Context: an optimization exercise on an open-source flow, tuned for a short achievable clock period and few clock cycles per item. The choices shown serve that exercise and are no tape-out recipe. Only simulation tests tie the RTL to the original design; equivalence was not proved. The flow treats the clock pin as an ideal source, which a real chip does not have. Power figures rest on the tool's default switching activity, not on a simulated workload.

### flow/run.sh
#!/bin/bash
set -e
cp standard.sh standard.sh.txt
export SETUP_SLACK_MARGIN=${MARGIN:-8.5}
export BUFFER_PORTS_ARGS="-buffer_cell sky130_fd_sc_hd__buf_8"
export POST_CTS_TCL="$(pwd)/flow/post_cts.tcl"
bash standard.sh > flow_standard.log 2>&1
### flow/post_cts.tcl
# One more timing-repair pass after CTS: a second repair_timing call keeps
# working the paths that the first one left, then the placement is legalized.
log_cmd estimate_parasitics -placement
repair_timing_helper
log_cmd detailed_placement
check_placement -verbose
log_cmd estimate_parasitics -placement
report_worst_slack -max
### standard.sh
#!/bin/bash
# synth_recipe.tcl (not shown) runs the flow's synth.tcl, then flattens the netlist and writes it again
# the make line also repeats each setting of config.mk as NAME=value (left out here)
make -C /OpenROAD-flow-scripts/flow DESIGN_CONFIG=/design/flow/config.mk WORK_HOME=/design/flow/orfs CLKGATE_MAP_FILE= SYNTH_SCRIPT=/design/flow/synth_recipe.tcl "${@:-finish}"
### config.mk
export PLATFORM = sky130hd
export DESIGN_NAME = mipsCore
export DESIGN_NICKNAME = mipsCore
export VERILOG_FILES = /design/flow/design.v
export SDC_FILE = /design/flow/constraint.sdc
export NUM_CORES = 4
export LEC_CHECK = 0
export ABC_CLOCK_PERIOD_IN_PS = 3500
export CAP_MARGIN = 20
export CORE_MARGIN = 2
export CORE_UTILIZATION = 40
export PLACE_DENSITY = 0.6
export SLEW_MARGIN = 20
### constraint.sdc
create_clock -name core_clock -period 12.0 [get_ports {clk}]
set_input_delay 2.4000 -clock core_clock [delete_from_list [all_inputs] [get_ports {clk}]]
set_output_delay 2.4000 -clock core_clock [all_outputs]
set_load 0.01 [all_outputs]
### design.v
`timescale 1ns/1ns
module mipsCore (
    input  logic        clk,
    input  logic        rst_n,
    input  logic [31:0] instr,
    input  logic [31:0] readData,
    output logic [31:0] instrAddr,
    output logic        cen,
    output logic        wen,
    output logic        oen,
    output logic [6:0]  dmemAddr,
    output logic [31:0] writeData
);
    function automatic logic [32:0] addKS(input logic [31:0] a, input logic [31:0] b,
                                          input logic cin);
        logic [31:0] p;
        logic [31:0] g;
        logic [31:0] gn;
        logic [31:0] pn;
        p = a ^ b;
        g = a & b;
        g[0] = g[0] | (p[0] & cin);
        pn = p;
        for (int d = 1; d < 32; d = d * 2) begin
            gn = g;
            for (int i = d; i < 32; i++) begin
                gn[i] = g[i] | (pn[i] & g[i - d]);
            end
            for (int i = 31; i >= d; i--) begin
                pn[i] = pn[i] & pn[i - d];
            end
            g = gn;
        end
        addKS = {g[31], p ^ {g[30:0], cin}};
    endfunction
    logic [31:0] pcF;
    logic [31:0] pcN;
    logic [31:0] ras;
    logic [63:0] bhV;
    logic [63:0] bhT;
    logic [63:0] bhA;
    logic        bhUpd;
    logic [5:0]  bhIdx;
    logic        bhTaken;
    logic        vD;
    logic [31:0] irD;
    logic [31:0] pc4D;
    logic        predD;
    logic        sameHiD;    
    logic [31:0] rasD;
    logic [5:0]  idxD;
    logic [31:1] rsOHD;      
    logic [31:1] rtOHD;
    logic        hitEsD;
    logic        hitEtD;
    logic        sMs;
    logic        sRs;
    logic        sMt;
    logic        sRt;
    logic        vE;
    logic [2:0]  opE;        
    logic [31:0] aE;
    logic [31:0] bE;
    logic [31:0] bX;         
    logic        subE;
    logic        rAdd;
    logic        rAnd;
    logic        rOr;
    logic        rSlt;
    logic        rSll;
    logic        rSrl;
    logic        rLink;
    logic [31:0] immE;
    logic [4:0]  shE;
    logic        ldAE;
    logic        ldBE;
    logic        ldFwdE;
    logic [31:0] altE;
    logic [4:0]  destE;
    logic        wrE;
    logic        ldE;
    logic        stE;
    logic        brE;
    logic        bneE;
    logic        predE;
    logic        jrE;
    logic [31:0] jrPredE;
    logic [31:0] pc4E;
    logic [5:0]  idxE;
    logic        wrM;
    logic        ldM;
    logic [4:0]  destM;
    logic [31:0] resM;
    logic [31:0] regs [1:31];
    logic [31:1] regV;
    logic        cenR;
    logic        wenR;
    logic        oenR;
    logic [6:0]  addrR;
    logic [31:0] wdR;
    assign instrAddr = pcF;
    assign cen       = cenR;
    assign wen       = wenR;
    assign oen       = oenR;
    assign dmemAddr  = addrR;
    assign writeData = wdR;
    logic        redirE;
    logic [31:0] redirPcE;
    logic        redirD;
    logic [31:0] redirPcD;
    logic        stallD;
    logic        redir;
    assign redir = redirE || redirD;
    logic [4:0]  destD;
    logic        wrD;
    logic [31:0] pcI;
    logic [31:0] pc4F;
    logic        fJ;
    logic        fJal;
    logic        fJr;
    logic        fBr;
    logic        fEnc;
    logic        fHist;
    logic        fPred;
    logic [31:0] fTgt;
    logic [31:0] rf [1:31];
    assign pcI   = ~pcN;
    assign pc4F  = addKS(pcI, 32'd4, 1'b0);
    assign fJ    = (instr[31:27] == 5'b00001);             
    assign fJal  = (instr[31:26] == 6'h03);
    assign fJr   = (instr[31:26] == 6'h00) && (instr[5:0] == 6'h08);
    assign fBr   = (instr[31:27] == 5'b00010);             
    assign fEnc  = instr[26] ? (instr[25:21] != instr[20:16])
                             : (instr[25:21] == instr[20:16]);
    assign fHist = bhV[pcI[7:2]] && bhA[pcI[7:2]];
    assign fPred = fHist ? bhT[pcI[7:2]] : fEnc;
    logic [32:0] fTgtLo;
    logic        fSameHi;
    assign fTgtLo  = addKS({16'd0, pcI[17:2]}, {16'd0, instr[15:0]}, 1'b1);
    assign fSameHi = (fTgtLo[16] == instr[15]);
    assign fTgt    = {pcI[31:18], fTgtLo[15:0], pcI[1:0]};
    always_comb begin
        for (int i = 1; i < 32; i++) rf[i] = regs[i] & {32{regV[i]}};
    end
    logic [4:0] rsNx;
    logic [4:0] rtNx;
    assign rsNx = stallD ? irD[25:21] : instr[25:21];
    assign rtNx = stallD ? irD[20:16] : instr[20:16];
    logic hEs;
    logic hEt;
    logic hMs;
    logic hMt;
    assign hEs = !stallD && wrD && (destD == rsNx);
    assign hEt = !stallD && wrD && (destD == rtNx);
    assign hMs = wrE && (destE == rsNx);
    assign hMt = wrE && (destE == rtNx);
    logic [5:0]  opD;
    logic [5:0]  fnD;
    logic [4:0]  rsD;
    logic [4:0]  rtD;
    logic [4:0]  rdD;
    logic [31:0] immD;
    logic        rtypeD;
    logic        aluRD;
    logic        shD;
    logic        addiD;
    logic        ldD;
    logic        stD;
    logic        brD;
    logic        bneD;
    logic        jalD;
    logic        jrD;
    logic [2:0]  aluOpD;
    logic        subD;
    assign opD  = irD[31:26];
    assign fnD  = irD[5:0];
    assign rsD  = irD[25:21];
    assign rtD  = irD[20:16];
    assign rdD  = irD[15:11];
    assign immD = {{16{irD[15]}}, irD[15:0]};
    logic [32:0] tgtDW;
    logic [31:0] tgtD;
    assign tgtDW = addKS(pc4D, {immD[29:0], 2'b00}, 1'b0);
    assign tgtD  = tgtDW[31:0];
    assign rtypeD = (opD == 6'h00);
    assign aluRD  = rtypeD && (fnD == 6'h20 || fnD == 6'h22 || fnD == 6'h24 ||
                               fnD == 6'h25 || fnD == 6'h2a);
    assign shD    = rtypeD && (fnD == 6'h00 || fnD == 6'h02);
    assign jrD    = rtypeD && (fnD == 6'h08);
    assign addiD  = (opD == 6'h08);
    assign ldD    = (opD == 6'h23);
    assign stD    = (opD == 6'h2b);
    assign brD    = (opD == 6'h04) || (opD == 6'h05);
    assign bneD   = (opD == 6'h05);
    assign jalD   = (opD == 6'h03);
    always_comb begin
        destD = 5'd0;
        if (aluRD || shD) destD = rdD;
        else if (addiD || ldD) destD = rtD;
        else if (jalD) destD = 5'd31;
    end
    assign wrD = vD && (destD != 5'd0);
    assign subD = (aluOpD == 3'd1) || (aluOpD == 3'd4);
    always_comb begin
        aluOpD = 3'd0;
        if (rtypeD) begin
            case (fnD)
                6'h22: aluOpD = 3'd1;
                6'h24: aluOpD = 3'd2;
                6'h25: aluOpD = 3'd3;
                6'h2a: aluOpD = 3'd4;
                6'h00: aluOpD = 3'd5;
                6'h02: aluOpD = 3'd6;
                default: aluOpD = 3'd0;
            endcase
        end else if (jalD) begin
            aluOpD = 3'd7;
        end
    end
    logic [31:0] mVal;
    logic [31:0] rsVal;
    logic [31:0] rtVal;
    assign mVal  = ldM ? readData : resM;
    logic [31:0] rsRead;
    logic [31:0] rtRead;
    always_comb begin
        rsRead = 32'd0;
        rtRead = 32'd0;
        for (int i = 1; i < 32; i++) begin
            rsRead = rsRead | (rf[i] & {32{rsOHD[i]}});
            rtRead = rtRead | (rf[i] & {32{rtOHD[i]}});
        end
    end
    assign rsVal = ({32{sMs}} & mVal) | ({32{sRs}} & rsRead);
    assign rtVal = ({32{sMt}} & mVal) | ({32{sRt}} & rtRead);
    assign stallD = vD && ldE && (((brD || aluRD) && (hitEsD || hitEtD)) ||
                                  ((jrD || addiD) && hitEsD) || (shD && hitEtD));
    assign redirD   = vD && brD && !sameHiD && !stallD;
    assign redirPcD = tgtD;
    logic [31:0] aCmp;
    logic [31:0] bCmp;
    logic [32:0] sumE;
    logic        ltE;
    logic [31:0] resE;
    logic        eqE;
    logic        takenE;
    logic [8:0]  eaE;
    assign aCmp = aE;
    assign bCmp = bE;
    assign sumE = addKS(aE, bX, subE);
    assign ltE  = (aE[31] ^ bX[31] ^ subE) ? aE[31] : sumE[31];
    assign resE = ({32{rAdd}} & sumE[31:0]) |
                  ({32{rAnd}} & (aE & bX)) |
                  ({32{rOr}}  & (aE | bX)) |
                  {31'd0, rSlt & ltE} |
                  ({32{rSll}} & (bE << shE)) |
                  ({32{rSrl}} & (bE >> shE)) |
                  ({32{rLink}} & pc4E);
    assign eaE    = (ldAE ? readData[8:0] : aE[8:0]) + immE[8:0];
    assign eqE    = (aCmp == bCmp);
    assign takenE = bneE ? !eqE : eqE;
    always_comb begin
        redirE   = 1'b0;
        redirPcE = aCmp;
        if (jrE) begin
            redirE   = vE && (aCmp != jrPredE);
            redirPcE = aCmp;
        end else begin
            redirE   = vE && brE && (takenE != predE);
            redirPcE = altE;
        end
    end
    logic [31:0] fOther;
    logic [31:0] redirPc;
    logic [31:0] npcF;
    logic        selTgt;
    always_comb begin
        if (stallD) fOther = pcI;
        else if (fJ) fOther = {pc4F[31:28], instr[25:0], 2'b00};
        else if (fJr) fOther = ras;
        else fOther = pc4F;
    end
    assign redirPc = redirE ? redirPcE : redirPcD;
    assign selTgt  = !stallD && fBr && fPred;
    assign npcF = ({32{redir}} & redirPc) |
                  ({32{!redir && selTgt}} & fTgt) |
                  ({32{!redir && !selTgt}} & fOther);
    always_ff @(posedge clk or negedge rst_n) begin
        if (!rst_n) begin
            ras     <= 32'd0;
            bhV     <= 64'd0;
            bhT     <= 64'd0;
            bhA     <= 64'd0;
            bhUpd   <= 1'b0;
            regV    <= 31'd0;
            vD      <= 1'b0;
            vE      <= 1'b0;
            wrE     <= 1'b0;
            ldE     <= 1'b0;
            brE     <= 1'b0;
            jrE     <= 1'b0;
            stE     <= 1'b0;
            wrM     <= 1'b0;
            ldM     <= 1'b0;
        end else begin
            if (fJal) ras <= pc4F;
            bhUpd <= vE && brE;
            if (bhUpd) begin
                bhV[bhIdx] <= 1'b1;
                bhT[bhIdx] <= bhTaken;
                bhA[bhIdx] <= bhV[bhIdx] && (bhT[bhIdx] == bhTaken);
            end
            if (wrM) regV[destM] <= 1'b1;
            if (redir) vD <= 1'b0;
            else if (!stallD) vD <= 1'b1;
            vE  <= vD && !stallD && !redirE;
            wrE <= wrD && !stallD && !redirE;
            ldE <= vD && ldD && !stallD && !redirE;
            stE <= vD && stD && !stallD && !redirE;
            brE <= vD && brD && !stallD && !redirE;
            jrE <= vD && jrD && !stallD && !redirE;
            wrM  <= wrE;
            ldM  <= ldE;
        end
    end
    always_ff @(posedge clk) begin
        if (!rst_n) begin
            pcF  <= 32'd0;
            pcN  <= 32'hffffffff;
            cenR <= 1'b1;
            wenR <= 1'b1;
            oenR <= 1'b1;
        end else begin
            pcF  <= npcF;
            pcN  <= ~npcF;
            cenR <= !(ldE || stE);
            wenR <= !stE;
            oenR <= !ldE;
        end
    end
    always_ff @(posedge clk) begin
        bhIdx   <= idxE;
        bhTaken <= takenE;
        hitEsD <= hEs;
        hitEtD <= hEt;
        sMs <= hMs;
        sRs <= !hMs;
        sMt <= hMt;
        sRt <= !hMt;
        for (int i = 1; i < 32; i++) begin
            rsOHD[i] <= (rsNx == 5'(i));
            rtOHD[i] <= (rtNx == 5'(i));
        end
        if (!stallD) begin
            irD    <= instr;
            pc4D   <= pc4F;
            predD  <= fPred;
            sameHiD <= fSameHi || !fBr || !fPred;
            rasD   <= ras;
            idxD   <= pcI[7:2];
        end
        opE     <= aluOpD;
        aE      <= hitEsD ? resE : rsVal;
        bE      <= hitEtD ? resE : rtVal;
        bX      <= !rtypeD ? immD : ((hitEtD ? resE : rtVal) ^ {32{subD}});
        subE    <= subD;
        rAdd    <= (aluOpD == 3'd0) || (aluOpD == 3'd1);
        rAnd    <= (aluOpD == 3'd2);
        rOr     <= (aluOpD == 3'd3);
        rSlt    <= (aluOpD == 3'd4);
        rSll    <= (aluOpD == 3'd5);
        rSrl    <= (aluOpD == 3'd6);
        rLink   <= (aluOpD == 3'd7);
        immE    <= immD;
        shE     <= irD[10:6];
        ldAE    <= hitEsD && ldE;
        ldBE    <= hitEtD && ldE;
        altE    <= predD ? pc4D : tgtD;
        ldFwdE  <= (hitEsD || hitEtD) && ldE;
        destE   <= destD;
        bneE    <= bneD;
        predE   <= predD;
        jrPredE <= rasD;
        pc4E    <= pc4D;
        idxE    <= idxD;
        destM <= destE;
        resM  <= resE;
        addrR <= eaE[8:2];
        wdR   <= ldBE ? readData : bE;
        if (wrM) regs[destM] <= mVal;
    end
endmodule
==> flow_summary.toml <==
[critical_path]
cp_top_family = "compound AO/OA/AOI/OAI gates"
cpPeakStageDelay_ns = 0.34
setup.worst_path.end = "pcF[14]$_SDFF_PN0_"
crit_buf_inv = 6
critPathLaunch = "instr[0]"
path_cells = "buf_12, inv_12, ha_4, inv_2, fa_2, a21o_1, a21oi_2, nor2b_1, o21a_1, o22ai_2, o2111a_2, buf_4, buf_6, buf_6, nor2_4, xnor2_2, a211o_1"
crit_path_end_kind = "flop"
reg2regPathDepth = 14
crit_arrival_ns = 4.71
cp.required_ns = 12.75
reg2reg_slack_ns = 8.26
r2r-end = "pcF[13]$_SDFF_PN0_"
cp_common_cell = "buf_6"
crit_type = "input pin to flop"
crit_path_top_delay_cell = "fa_2"
reg2reg_from = "pcN[5]$_SDFF_PN1_"
worst-path-stages = 17
worst-path-max-fanout = 3
startpoint_type = "input pin"

[detailed_routing]
dr.pass1.iters = 13
via_per_inst = 7.146
drt_wl_total_mm = 387.3
vias = 70355
drt-wirelength-per-cell_um = 39.34
route.detailed.drc = 0
drtIter0Drc = 15085
drtAntennaViolNets = 0

[place]
dp_cells = 9323
port-buffer-count = 139
placed_area_sq_um = 88270
place_congestion = 1.036
hpwl_mm = 236.5
pre_cts_slack_ns = 6.719

[cells_and_area]
drive_gt1_share_pct = 22.24
syn2layout_area_growth_pct = 19.15
final_cell_count_no_fill = 9846
stdcell_area_sq_um = 98380
nets = 7183

[synth]
yosys.area.top_type = "edfxtp_1"
synth_common_cells = "edfxtp_1 (1096), nand2_1 (506), dfxtp_1 (442), clkbuf_1 (370), nor2_1 (348)"
synth-edff-count = 1096
ys_types = 94
yosys-top-cells-area = "edfxtp_1 (40%), dfxtp_1 (11%), dfrtp_1 (8.0%), a221oi_1 (3.5%), a22o_1 (3.2%)"
syn_area_sq_um = 82570
ys.flop_type = "edfxtp_1"
synth_largest_type_area_fraction_pct = 39.86
yosysWarnings = 2
syn_avg_cell_area_sq_um = 12.18
async_reset_ff_share_pct = 14.70
syn_nets = 6980
ys_seq_elements = 1803
synth_seq_area_share_pct = 58.61
yosysMostFrequentCell = "edfxtp_1"
synthCells = 6777

[timing]
fin_skew_ns = 0.08428
final-max-slew-violation-count = 0
setup_viol = 0
slew_headroom_pct = 21.14
rsz0062_at_grt = "yes"
finalCriticalPeriod_ns = 3.962
fmax_mhz = 252.4
hold_viol = 0
fin_crit_sh_pct = 33.02
fin_ws_ns = 8.038
timing.hold.ws_ns = 0.3287
fin_setup_tns_ns = 0
tightest_slew_ns = 1.171

[global_route]
grt_pass1_wl_mm = 526.5
grt_antenna_before_repair = 17
grt_pass1_vias = 65847
grt_use_total_pct = 35.68
grt-ovfl-total = 0
grt_max_degree = 73

[cts]
insertion_delay_ns = 0.89
cts.sinks = 1803
cts_tree = "yes"
clk_pin_slew_worst_paths_ns = 0.06

[die]
initial_core_util_pct = 40.28
num_rows = 166
die_w_um = 458.3
die_area_sq_um = 210100
core-area_sq_um = 205000
io_pins = 140
die_h_um = 458.3

[job]
cap_violations = 0

[worst_hold_path]
hold_path_class = "flop to flop"

[pwr]
vdd_drop_max_mv = 0.1769
pwr_density_cell_nw_per_um2 = 142.5
p_leak_nw = 36.11

[run_status]
status = "finished clean"
flip-flops by register name, indices dropped and copies added (netlist names), 31 cells and up:
name     flops
bX          32
wdR         32
irD         32
bhV         64
ras         32
pcF         32
bhA         64
regs       992
jrPredE     32
rasD        32
resM        32
rtOHD       31
rsOHD       31
regV        31
bhT         64
pcN         32
bE          32
pc4E        32
pc4D        32
aE          32
power breakdown:
group          total, mW  internal, mW  switching [mW]
Sequential          6.86          6.74           0.117
Clock               6.06          3.40            2.67
Combinational       1.10         0.399           0.702
Total               14.0          10.5            3.48
cell families (layout without fill, tap and decap cells):
| group | count (synthesis) | count (layout) | share of synthesized area [%] |
|---|---|---|---|
| DFF | 1803 | 1803 | 58.61 |
| muxes | 382 | 382 | 6.677 |
| adders and majority gates | 137 | 137 | 2.112 |
| and+or+nand+nor | 1655 | 1660 | 9.779 |
| buffers and inverters | 638 | 992 | 3.026 |
| other | 0 | 22 | 0 |
| xor gates and xnor gates | 219 | 219 | 2.340 |
| AOI/OAI and AO/OA | 1943 | 1943 | 17.46 |
area by class of cell:
cell class	instances	area [sq um]
flip-flops and latches	1803	48620
well taps	2688	3363
diodes	22	55.05
repair buffers	486	5304
inverters	161	629.4
fillers	17959	106600
multi-input cells	4341	34050
clock inverters	105	1276
clock buffers	240	5085
placed cells by master, fill, tap and decap left out, drive strengths merged, types with 49 or more instances in the layout:
cell       n
a21o      50
clkinv    70
dfrtp    265
a22oi    339
xor2     110
a21oi    174
xnor2    108
mux2     158
buf      479
mux4     115
inv      166
edfxtp  1096
a221oi   326
nor3     108
nand3    139
dfxtp    442
mux2i    109
nor2     348
clkbuf   243
nand2    508
o211ai    58
a222oi    49
and2      92
nand2b    76
ha       133
nand4    159
a22o     301
o21ai    332
how the worst min path moves through the flow:
stage	from	endpoint	slack, ns	cells past startpoint
finish	rasD[5]$_DFFE_PN_	jrPredE[5]$_DFF_P_	0.33	0
floorplan	idxE[0]$_DFF_P_	bhIdx[0]$_DFF_P_	0.31	0
global placement	idxE[3]$_DFF_P_	bhIdx[3]$_DFF_P_	0.32	0
global route	rasD[5]$_DFFE_PN_	jrPredE[5]$_DFF_P_	0.33	0
detailed placement	idxE[5]$_DFF_P_	bhIdx[5]$_DFF_P_	0.32	0
routing by layer:
layer | routed length, um | global-route usage (%)
met5 | 317 | 0.6429
met3 | 61840 | 13.61
met4 | 34450 | 24.21
met2 | 155500 | 49.46
met1 | 135200 | 45.90
through the flow:
stage	utilization [%]	total power, mW
2_1_floorplan	-	7.492
3_3_place_gp	43.06	7.907
3_5_place_dp	43.06	7.921
5_1_grt	47.98	14.33
6_report	47.99	14.02
Testbench counts, summed over its fixed seeds: cycles 104,021, instrs 94,968.

afterwards: timing with drivers on the ports:
The results above use ideal ports. As a check the final layout listed here was re-extracted and re-timed, cells and wires unchanged. Step 1: set_driving_cell puts a clkbuf_16 on clk and a buf_2 on each other input, an assumption about the parent block. Step 2 times the ports against the registers' clock, not the clock port: input delays grow and output delays shrink by t, the midpoint of the rising clock arrivals with the driver on. Three values: no drivers, after step 1, after step 2; two values: the first two.
shift t [ns]: 0.937
setup slack, ns: 8.038 / 8.030 / 7.093
worst slew at a driven data input, ns: 0.16
After both steps this run still meets setup and hold. For this run, drivers alone change the setup slack by -0.008 ns; drivers and shift together by -0.945 ns.
